Source: an optimization exercise on an open RTL-to-GDS flow (aim: small area). Production flows keep margins and buffers that such runs may drop. Function was checked by simulation only, so behaviour that the tests miss may differ from the original. The flow treats the clock pin as an ideal source. Dropping or thinning the clock tree relies on that and would not hold on a real chip.

Setup of old:
// linebuffer_top
module linebuffer_top (
  input  logic        clk_i,
  input  logic        arst_n_i,
  input  logic [7:0]  data_i,
  input  logic        wr_valid_i,
  input  logic        rd_valid_i,
  output logic [23:0] data_o
);
Size in the first run: ~550 flip-flops, about 36 I/O pins, ~20000 um2 of cells after synthesis.
export LEC_CHECK = 0
export CAP_MARGIN = 0
export CORE_MARGIN = 2
export CORE_UTILIZATION = 65
export SLEW_MARGIN = 0
export SYNTH_HIERARCHICAL = 1
create_clock -name core_clock -period 10.0 [get_ports {clk_i}]
standard.sh (not shown) runs the stock make flow with config.mk's settings and CLKGATE_MAP_FILE= SYNTH_SCRIPT=/design/flow/synth_recipe.tcl, a recipe that flattens the netlist after the stock synthesis.
==> flow/flow/run.sh <==
#!/bin/bash
# Own layout flow: the standard ORFS flow (standard.sh) with two changes:
#  - TritonCTS is replaced by a hand-built clock tree (pre_cts.tcl,
#    lb_clock_tree.tcl): root clkbuf_8 -> mid clkbuf_4 (up to 6 leaves each)
#    -> leaf clkbuf_8 (about 16 flip-flops each);
#  - the port buffers are buf_1 (BUFFER_PORTS_ARGS).
# Make's full output goes to flow_make.log; each ORFS step keeps its own log
# under orfs/logs/.
set -euo pipefail
here=$(cd "$(dirname "${BASH_SOURCE[0]}")" && pwd)
export LB_LEAF_CELL=sky130_fd_sc_hd__clkbuf_8
export LB_MID_CELL=sky130_fd_sc_hd__clkbuf_4
export LB_ROOT_CELL=sky130_fd_sc_hd__clkbuf_8
export LB_CLUSTER=16
export LB_MID_FANOUT=6
bash standard.sh \
  PRE_CTS_TCL="$here/pre_cts.tcl" \
  BUFFER_PORTS_ARGS="-buffer_cell sky130_fd_sc_hd__buf_1" \
  finish > flow_make.log 2>&1
==> flow/flow/lb_clock_tree.tcl <==
# Hand-built clock tree, used in place of TritonCTS: the clock port drives one
# root buffer, the root drives a level of mid buffers, each mid buffer drives
# the leaf buffers of its region, and each leaf buffer drives one cluster of
# nearby flip-flops. Clusters come from recursive bisection of the placed
# positions, so each is a compact group of about LB_CLUSTER flip-flops.
# Settings (environment): LB_LEAF_CELL, LB_MID_CELL, LB_ROOT_CELL,
# LB_CLUSTER (flip-flops per leaf buffer), LB_MID_FANOUT (leaves per mid).

# Recursive bisection: split the points along the longer side of their
# bounding box, in proportion to the number of clusters on each side, until
# each part is one cluster. Returns {assignment centroids counts}.
proc lb_bisect_rec {points idxs nc first} {
  upvar asg asg
  if {$nc <= 1} {
    foreach i $idxs { lset asg $i $first }
    return
  }
  set xs {}; set ys {}
  foreach i $idxs { lappend xs [lindex $points $i 0]; lappend ys [lindex $points $i 1] }
  set xs [lsort -real $xs]; set ys [lsort -real $ys]
  set dx [expr {[lindex $xs end] - [lindex $xs 0]}]
  set dy [expr {[lindex $ys end] - [lindex $ys 0]}]
  set axis [expr {$dx >= $dy ? 0 : 1}]
  set items {}
  foreach i $idxs { lappend items [list $i [lindex $points $i $axis]] }
  set items [lsort -real -index 1 $items]
  set na [expr {$nc / 2}]
  set cut [expr {int(round(double([llength $idxs]) * $na / $nc))}]
  set a {}; set b {}
  set k 0
  foreach it $items {
    if {$k < $cut} { lappend a [lindex $it 0] } else { lappend b [lindex $it 0] }
    incr k
  }
  lb_bisect_rec $points $a $na $first
  lb_bisect_rec $points $b [expr {$nc - $na}] [expr {$first + $na}]
}

proc lb_bisect {points nc} {
  set n [llength $points]
  set asg [lrepeat $n 0]
  set idxs {}
  for {set i 0} {$i < $n} {incr i} { lappend idxs $i }
  lb_bisect_rec $points $idxs $nc 0
  set sx [lrepeat $nc 0.0]; set sy [lrepeat $nc 0.0]; set cnt [lrepeat $nc 0]
  set i 0
  foreach p $points {
    set c [lindex $asg $i]
    lset sx $c [expr {[lindex $sx $c] + [lindex $p 0]}]
    lset sy $c [expr {[lindex $sy $c] + [lindex $p 1]}]
    lset cnt $c [expr {[lindex $cnt $c] + 1}]
    incr i
  }
  set cent {}
  for {set c 0} {$c < $nc} {incr c} {
    set k [lindex $cnt $c]
    lappend cent [list [expr {[lindex $sx $c] / $k}] [expr {[lindex $sy $c] / $k}]]
  }
  return [list $asg $cent $cnt]
}

proc lb_make_buf {master name x y innet} {
  set block [ord::get_db_block]
  set inst [odb::dbInst_create $block $master $name]
  $inst setLocation [expr {int($x)}] [expr {int($y)}]
  $inst setPlacementStatus PLACED
  set net [odb::dbNet_create $block ${name}_net]
  $net setSigType CLOCK
  [$inst findITerm X] connect $net
  [$inst findITerm A] connect $innet
  return [list $inst $net]
}

proc lb_build_clock_tree {args} {
  set db [ord::get_db]
  set block [ord::get_db_block]
  set leaf_master [$db findMaster $::env(LB_LEAF_CELL)]
  set mid_master  [$db findMaster $::env(LB_MID_CELL)]
  set root_master [$db findMaster $::env(LB_ROOT_CELL)]
  set clk [$block findNet clk_i]
  set sinks {}
  set pts {}
  foreach it [$clk getITerms] {
    set b [[$it getInst] getBBox]
    lappend sinks $it
    lappend pts [list [expr {([$b xMin] + [$b xMax]) / 2.0}] [expr {([$b yMin] + [$b yMax]) / 2.0}]]
  }
  set n [llength $sinks]
  set nleaf [expr {int(ceil(double($n) / $::env(LB_CLUSTER)))}]
  lassign [lb_bisect $pts $nleaf] lasg lcent lcnt
  set nmid [expr {int(ceil(double($nleaf) / $::env(LB_MID_FANOUT)))}]
  lassign [lb_bisect $lcent $nmid] masg mcent mcnt
  # root at the centre of the mid buffers
  set rx 0.0; set ry 0.0
  foreach ct $mcent { set rx [expr {$rx + [lindex $ct 0]}]; set ry [expr {$ry + [lindex $ct 1]}] }
  lassign [lb_make_buf $root_master clkbuf_root [expr {$rx / $nmid}] [expr {$ry / $nmid}] $clk] rinst rnet
  for {set m 0} {$m < $nmid} {incr m} {
    lassign [lb_make_buf $mid_master clkbuf_mid_$m {*}[lindex $mcent $m] $rnet] minst mnet($m)
  }
  for {set c 0} {$c < $nleaf} {incr c} {
    lassign [lb_make_buf $leaf_master clkbuf_leaf_$c {*}[lindex $lcent $c] $mnet([lindex $masg $c])] linst lnet($c)
  }
  # move the sinks last, so the root buffer's input stays on clk_i
  set i 0
  foreach it $sinks {
    $it disconnect
    $it connect $lnet([lindex $lasg $i])
    incr i
  }
  set_propagated_clock [all_clocks]
  puts "lb_tree: $n sinks, $nleaf leaf buffers (sizes [lsort -integer $lcnt]), $nmid mid buffers"
}
Other scripts of this flow, unchanged in this note and not shown: flow/flow/pre_cts.tcl
The flow did not stop early for old: all stages ran, and the layout cleared the timing, DRC and antenna checks.
Changes in new relative to old:
--- a/flow/flow/run.sh
+++ b/flow/flow/run.sh
@@ -5 +5 @@
-#    -> leaf clkbuf_8 (about 16 flip-flops each);
+#    -> leaf clkbuf_8 (about 18 flip-flops each);
@@ -14 +14 @@
-export LB_CLUSTER=16
+export LB_CLUSTER=18
Diff old..new | number of instances in the synthesized netlist | negligible. On floorplan die height, old tracks new almost exactly. new: shortest period the worst path allows lower than old. Going from old to new, sequential fraction of total cell area shows an increase of 0.23 points; worst clock skew now smaller; maximum VDD drop now smaller. Initial antenna violation count came out lower on new than on old.
In every run of this note, the design's own scripts or RTL, not TritonCTS, make the clock network.

[re-timing with driven ports]
In the flow no input, the clock included, has a driving cell. The finished layouts below were timed again as built, in two steps. Step 1 assumes that a clkbuf_16 drives the clock port and a buf_2 every other input. Step 2, shift: input delay + t, output delay - t, t = (earliest + latest rising clock arrival at the registers) / 2. This alone moves slack from input paths to output paths. a / b / c = no drivers / after step 1 / after step 2; a / b = the first two.
run | shift t [ns] | setup slack, ns | worst hold slack (ns) | worst slew at a driven data input, ns
old | 0.696 | 4.375 / 4.398 / 3.702 | 0.501 / 0.501 / 0.501 | 0.03
new | 0.685 | 4.413 / 4.434 / 3.749 | 0.493 / 0.493 / 0.493 | 0.03
After both steps setup and hold are still met in every run listed. For old, which loses most, drivers alone change the setup slack by +0.023 ns; drivers and shift together by -0.673 ns.
